This is an optimization exercise on Yosys and OpenROAD, whose aim is small area, a short achievable clock period and few clock cycles per item, not a production implementation.
In this exercise RTL edits were held to simulation tests only and were not proved equivalent to the original.
No activity file was given, so power comes from the tool's default toggle rates.

==> flow/design.v, too long to show whole: its modules and the start of the top module <==
// module systolic_array_os: 2840 lines
// module sa_fa: 4 lines
// module sa_ha: 4 lines
// module sa_xor: 3 lines
module systolic_array_os #(
  parameter  int N      = 4,
  parameter  int DATA_W = 8,
  parameter  int ACC_W  = 24,
  parameter  int MAX_K  = 64,
  localparam int KW     = $clog2(MAX_K + 1),
  localparam int IW     = (N > 1) ? $clog2(N) : 1
) (
  input  logic                clk,
  input  logic                reset_n,
  input  logic                start,
  input  logic [KW-1:0]       k_len,
  input  logic                in_valid,
  output logic                in_ready,
  input  logic [N*DATA_W-1:0] a_vec,
  input  logic [N*DATA_W-1:0] b_vec,
  output logic                out_valid,
  input  logic                out_ready,
  output logic [IW-1:0]       out_idx,
  output logic [N*ACC_W-1:0]  out_row,
  output logic                busy,
  output logic                done
);
  // ...
==> flow/run.sh <==
#!/bin/bash
# synth_recipe.tcl (not shown) runs the flow's synth.tcl, then flattens the netlist and writes it again
# the make line also repeats each setting of config.mk as NAME=value (left out here)
make -C /OpenROAD-flow-scripts/flow DESIGN_CONFIG=/design/flow/config.mk WORK_HOME=/design/flow/orfs CLKGATE_MAP_FILE= SYNTH_SCRIPT=/design/flow/synth_recipe.tcl finish
==> flow/config.mk <==
export PLATFORM = sky130hd
export DESIGN_NAME = systolic_array_os
export DESIGN_NICKNAME = systolic_array_os
export VERILOG_FILES = /design/flow/design.v
export SDC_FILE = /design/flow/constraint.sdc
export NUM_CORES = 4
export LEC_CHECK = 0
export CAP_MARGIN = 20
export CORE_MARGIN = 2
export CORE_UTILIZATION = 40
export SETUP_SLACK_MARGIN = 5
export SLEW_MARGIN = 20
export SYNTH_HIERARCHICAL = 1
export TNS_END_PERCENT = 0
==> flow/constraint.sdc <==
create_clock -name core_clock -period 9.0 [get_ports {clk}]
set_input_delay 1.8000 -clock core_clock [delete_from_list [all_inputs] [get_ports {clk}]]
set_output_delay 1.8000 -clock core_clock [all_outputs]
set_load 0.01 [all_outputs]
==> flow_summary_export.csv, run 1 <==
group,metric,value,unit
floorplanning,num_rows,138,
logic_synthesis,synth_common_cells,"712 x a22oi_1, 688 x dfxtp_1, 644 x fa_1",
logic_synthesis,synth_most_common_cell,"a22oi_1",
logic_synthesis,synthAdderAreaFrac,0.297,
logic_synthesis,synth_compound_area_frac,0.136,
pwr,power-top-group,"combinational logic",
logic_synthesis,synth.net_count,6523,
setup_path,timing.critical_path.from,"out_ready",
sta,hold_violations,0,
pwr,share_comb_of_total_power,0.616,
logic_synthesis,synthMuxAreaShare,0.00256,
setup_path,cpMaxStageDelayCell,"nor2_2",
clock_tree,cts_buffer_depth,3,
pwr,p_leak,26.4,nW
setup_path,r2r-start,"sel_q[1][1]",
pwr,ir_worst_vdd,0.174,mV
floorplanning,num_io_pins,178,
setup_path,critPathKind,"in2reg",
sta,setup_ws,5350,ps
cells_and_area,nets,6456,
clock_tree,cts_tree,"done",
setup_path,worst_ep_arrival_time,4010,ps
setup_path,cp.required,9350,ps
pwr,power_frac_clock,0.134,
cells_and_area,layout_commonest_cell,"a22oi_1",
detailed_routing,routed.top_layer,"met4",
setup_path,worstSetupEndpoint,"out_q[1][18]",
floorplanning,die_area,146000,sq um
status,status,"finished clean",
logic_synthesis,synth_top_family_by_area,"adder cells",
floorplanning,fp.dieW,382,microns
cells_and_area,inverters,393,
worst_hold_path,min_path_cells,0,
Testbench counts, summed over its fixed seeds: cycles 15,559, jobs 384.
==> inputs of run 2 (changes only) <==
--- a/flow/design.v
+++ b/flow/design.v
@@ -107,17 +107,26 @@
       for (int j = 0; j < N; j++) begin
         for (int c = 0; c < B; c++) begin
           if (MASK0[c]) acc0[i][j][c] <= accn0[i][j][c] && !clr_q;
           if (MASK1[c]) acc1[i][j][c] <= accn1[i][j][c] && !clr_q;
         end
         if (clr_q) accu[i][j] <= '0;
         else begin
           logic [SW-B-1:0] u;
-          u = accu[i][j] + {{(SW-B-1){!(cq[i][j][0] || cq[i][j][1])}}, !(cq[i][j][0] ^ cq[i][j][1])};
+          logic up, dn, all1, all0;
+          up = cq[i][j][0] && cq[i][j][1];
+          dn = !(cq[i][j][0] || cq[i][j][1]);
+          all1 = 1'b1;
+          all0 = 1'b1;
+          for (int c = 0; c < SW-B; c++) begin
+            u[c] = accu[i][j][c] ^ ((up && all1) || (dn && all0));
+            all1 = all1 && accu[i][j][c];
+            all0 = all0 && !accu[i][j][c];
+          end
           accu[i][j] <= u;
         end
         cq[i][j] <= clr_q ? '0 : cqn[i][j];
       end
   end
   logic [B-1:0]    rs0 [N];
   logic [B-1:0]    rs1 [N];
   logic [SW-B-1:0] ru  [N];
==> flow/flow/run.sh (new file) <==
#!/bin/bash
# The standard layout (standard.sh: the standard synthesis, floorplan, placement,
# CTS, routing) with three settings changed: the timing repair steps aim at a 6 ns
# setup margin (a 3 ns period) instead of the design's 9 ns period, they repair only
# the worst path (TNS_END_PERCENT=0), and the port buffers are buf_4 cells.
# Make's full output goes to standard.log; each ORFS step also keeps its own log under
# orfs/logs/.
set -euo pipefail
bash standard.sh SETUP_SLACK_MARGIN=6.0 TNS_END_PERCENT=0 \
  "BUFFER_PORTS_ARGS=-buffer_cell sky130_fd_sc_hd__buf_4" finish > standard.log 2>&1
==> flow/standard.sh (new file) <==
#!/bin/bash
# synth_recipe.tcl (not shown) runs the flow's synth.tcl, then flattens the netlist and writes it again
# the make line also repeats each setting of config.mk as NAME=value (left out here)
make -C /OpenROAD-flow-scripts/flow DESIGN_CONFIG=/design/flow/config.mk WORK_HOME=/design/flow/orfs CLKGATE_MAP_FILE= SYNTH_SCRIPT=/design/flow/synth_recipe.tcl "${@:-finish}"
==> flow/config.mk (replaced) <==
export PLATFORM = sky130hd
export DESIGN_NAME = systolic_array_os
export DESIGN_NICKNAME = systolic_array_os
export VERILOG_FILES = /design/flow/design.v
export SDC_FILE = /design/flow/constraint.sdc
export NUM_CORES = 4
export LEC_CHECK = 0
export CAP_MARGIN = 20
export CORE_MARGIN = 2
export CORE_UTILIZATION = 40
export SLEW_MARGIN = 20
export SYNTH_HIERARCHICAL = 1
removed: flow/run.sh
==> run 2 against run 1 <==
  * Critical path depth fell by 5
  * Cell area fell by 1.9%
  * Clock skew fell by 2.1 ps
  * Sequential share of layout area up 0.55 points
  * Count of clock-buffer cells in the layout rose by 16
  * Combinational power is 9% lower
  * Via count down 2.2%
  * First-iteration DRC count down 1.5%
  * Cell count down 1.9%
  * Critical path type is now reg2out
  * Highest routed layer unchanged
==> flow_summary_export.csv, run 2 <==
group,metric,value,unit
logic_synthesis,synth_area,56000,sq um
pwr,power,28.2,mW
pwr,p_leak,25.8,nW
cells_and_area,stdcell_area,62300,sq um
sta,slew_viol_final,0,
grt,antenna_found_initial,2,
clock_tree,clk_latency,710,ps
sta,holdWs,356,ps
detailed_routing,drtAntennaViolNets,0,
setup_path,cp.required,7200,ps
grt,overflow,0,
pwr,ir_worst_vdd,0.187,mV
floorplanning,initial_core_util,0.402,
cells_and_area,largest_reg_flops,240,
cells_and_area,fin_cells,7240,
clock_tree,h-tree-depth,3,
grt,grt_max_degree,87,
setup_path,worst_ep_arrival_time,1320,ps
pwr,p_int,16.3,mW
grt,grt_pass1_vias,40662,
logic_synthesis,syn_avg_cell_area,10.5,sq um
worst_hold_path,hold_class,"reg2reg",
logic_synthesis,synthFlopType,"dfxtp_1",
cells_and_area,layout_commonest_cell,"a22oi_1",
place,dp_hpwl,98.2,mm
floorplanning,num_io_pins,178,
floorplanning,dieHeight,378,microns
logic_synthesis,yosysTopAreaCellShare,0.246,
grt,grt_usage,0.219,
setup_path,critPathKind,"reg2out",
cells_and_area,postLayoutCoreUtil,0.447,
setup_path,r2r_cells,13,
pwr,power_density,453,nW/um^2
setup_path,r2r_setup_slack,5880,ps
pwr,p_seq_frac,0.267,
setup_path,cp_max_fo,3,
cells_and_area,final_cell_mix,"709 x a22oi_1, 649 x dfxtp_1, 628 x fa_1",
setup_path,r2r_end,"out_q[2][12]",
logic_synthesis,yosysTopAreaCell,"dfxtp_1",
cells_and_area,nets,6238,
setup_path,crit_family,"flip-flops",
worst_hold_path,min_path_cells,0,
logic_synthesis,synth_most_common_cell,"a22oi_1",
logic_synthesis,synth_edf_count,88,
cells_and_area,reg_top3,"acc0 (240), acc1 (224), accu (112)",
detailed_routing,wire_per_inst,21.6,microns
worst_hold_path,hold_end,"ld_q",
detailed_routing,drt_pass1_iterations,5,
setup_path,crit_path_max_incr_delay,440,ps
detailed_routing,wirelength,156,mm
setup_path,critical_path_buf_inv_count,1,
floorplanning,num_rows,137,
sta,period_share,0.346,
sta,rsz0062_at_grt,"yes",
floorplanning,fp.dieW,378,microns
clock_tree,cts_buffer_depth,3,
sta,setup_viol,0,
grt,grt_pass1_wl,244,mm
detailed_routing,via_per_inst,5.37,
setup_path,path_cells,"buf_4",
logic_synthesis,seq_area_frac_synth,0.308,
sta,skew,34.3,ps
logic_synthesis,synth_common_cells,"716 x a22oi_1, 688 x dfxtp_1, 628 x fa_1",
floorplanning,coreArea,139000,sq um
pwr,p_sw,11.9,mW
place,post-place-ws,4910,ps
status,status,"finished clean",
cells_and_area,multiInputGateArea,36200,sq um
place,port_buffers,177,
logic_synthesis,yosysWarnings,43,
pwr,power_frac_clock,0.140,
pwr,swShare,0.422,
detailed_routing,vias,38891,
sta,tightest_slew,976,ps
sta,setup_ws,5880,ps
place,gp_congestion,0.797,
setup_path,cp-end-kind,"output port",
cells_and_area,regMostFlops,"acc0",
logic_synthesis,ys_types,55,
logic_synthesis,synthArstFlopShare,0.0396,
logic_synthesis,synth_seq_cells,808,
place,place_area,58700,sq um
sta,post-route-min-period,3120,ps
sta,hold_violations,0,
clock_tree,cts_buffers,96,
cells_and_area,areaGrowthSynthToFinish,11.3,%
detailed_routing,drc,0,
run,maxCapViolCount,0,
logic_synthesis,netlist_top_cells_area,"dfxtp_1 25%, fa_1 22%, a22oi_1 9.6%",
floorplanning,die_area,143000,sq um
sta,max-slew-margin-rel,0.349,
detailed_routing,drt_iter0_drc,2909,
logic_synthesis,synth.net_count,6292,
logic_synthesis,netlist_instances,5341,
pwr,share_comb_of_total_power,0.593,
setup_path,critical_path_cell_count,1,
setup_path,cp-start-kind,"flop",
clock_tree,cts_tree,"done",
setup_path,cpMaxStageDelayCell,"edfxtp_1",
sta,totalNegativeSetupSlack,0,ps
clock_tree,root_buffer,"clkbuf_16",
setup_path,r2r-start,"sel_q[2][1]",
clock_tree,cts.clk_slew.worst_paths,60,ps
clock_tree,cts_sinks,808,
worst_hold_path,min_from,"wait_q",
cells_and_area,num-fill-cells,13222,
cells_and_area,drive_above_1_share,0.0981,
cells_and_area,diodes,0,
cells_and_area,seq_area,17300,sq um
sta,fmaxAchievable,0.321,GHz
place,post-place-cells,7055,
## run 2: changes by cell type after synthesis, moves of 47 or more
| cell | change |
|---|---|
| inv_1 | -96 |
| ha_1 | -80 |
| nor2_1 | +69 |
| xor2_1 | +64 |
| a21oi_1 | -49 |
| nor2b_1 | -47 |
## run 2: routing by layer
metal	vias to the layer above	track usage	routed length [microns]
met5	-	0	0
met4	0	0.0526	3390
met3	219	0.0542	13000
met2	1342	0.335	69100
met1	19662	0.311	70800
li1	17668	-	-
## run 2: power groups by stage
| stage | combinational, mW | clock (mW) | sequential, mW |
|---|---|---|---|
| finish | 16.7 | 3.94 | 7.54 |
| detailed placement | 16.5 | 0 | 7.58 |
| global placement | 16.1 | 0 | 7.57 |
| CTS | 16.7 | 4.05 | 7.53 |
| global route | 19.5 | 4.18 | 7.78 |
| floorplan | 12.5 | 0 | 7.07 |
## run 2: area by class of cell
cell class	count	area share
clock buffer	146	0.0465
clock inverter	29	0.00428
inverter	298	0.0180
multi-input combinational	3812	0.581
sequential	808	0.278
tap	1876	0.0377
timing repair buffer	271	0.0345
## run 2: timing repair
item                       CTS  global route
setup endpoints to repair  398           581
cloned                       0             2
resized for setup           20            54
pin swaps                    0             4
setup buffers                1             7
hold buffers                 0             0
## run 2: cells by family after synthesis
group | after synthesis | share of synthesized area
AO/OA/AOI/OAI | 976 | 0.126
XOR/XNOR | 779 | 0.122
adder cells (fa/ha/maj) | 875 | 0.280
buffers and inverters | 721 | 0.0494
flip-flops | 808 | 0.308
multiplexers | 45 | 0.00834
AND/OR/NAND/NOR | 1137 | 0.107
## run 2: per-module statistics from Yosys (local to each module, per instance)
| module | cells | times used | cell area, sq um |
|---|---|---|---|
| sa_ha | 1 | 80 | 12.5 |
| sa_fa | 1 | 624 | 20.0 |
| sa_xor | 1 | 84 | 8.76 |
| systolic_array_os | 4553 | 1 | 41700 |
## run 2: worst max-delay path by stage
stage,startpoint,to
2_1_floorplan,sel_q[2][0],out_q[2][12]
3_3_place_gp,out_ready,out_q[0][1]
3_5_place_dp,out_ready,out_q[0][1]
4_1_cts,sel_q[1][1],out_q[1][21]
5_1_grt,sel_q[2][1],out_q[2][20]
6_report,out_q[1][21],out_row[45]
Testbench counts of run 2, summed over its fixed seeds: cycles 15,559, jobs 384.

-- separate check: timing with driven ports --
How much do the figures lean on ideal ports? The routed layouts below were timed once more, with nothing changed but the port constraints. Step 1, drivers: a clkbuf_16 drives clk and a buf_2 each remaining input, both assumed. Step 2 moves the port delays by t, midway between the first and last clock arrival at a register: inputs arrive t later, outputs are due t later. That takes back most of the time a late clock gives input paths. Three values: no drivers, after step 1, after step 2; two values: the first two.
run | t (ns) | setup WS [ns] | worst setup path at the end
run 1 | 0.772 | 5.346 / 5.401 / 4.629 | input to register
run 2 | 0.774 | 5.882 / 5.805 / 5.316 | input to register
After both steps every run listed still meets setup and hold. The setup slack of run 1, which loses most, moves by +0.055 ns with the drivers and by -0.717 ns with both steps.
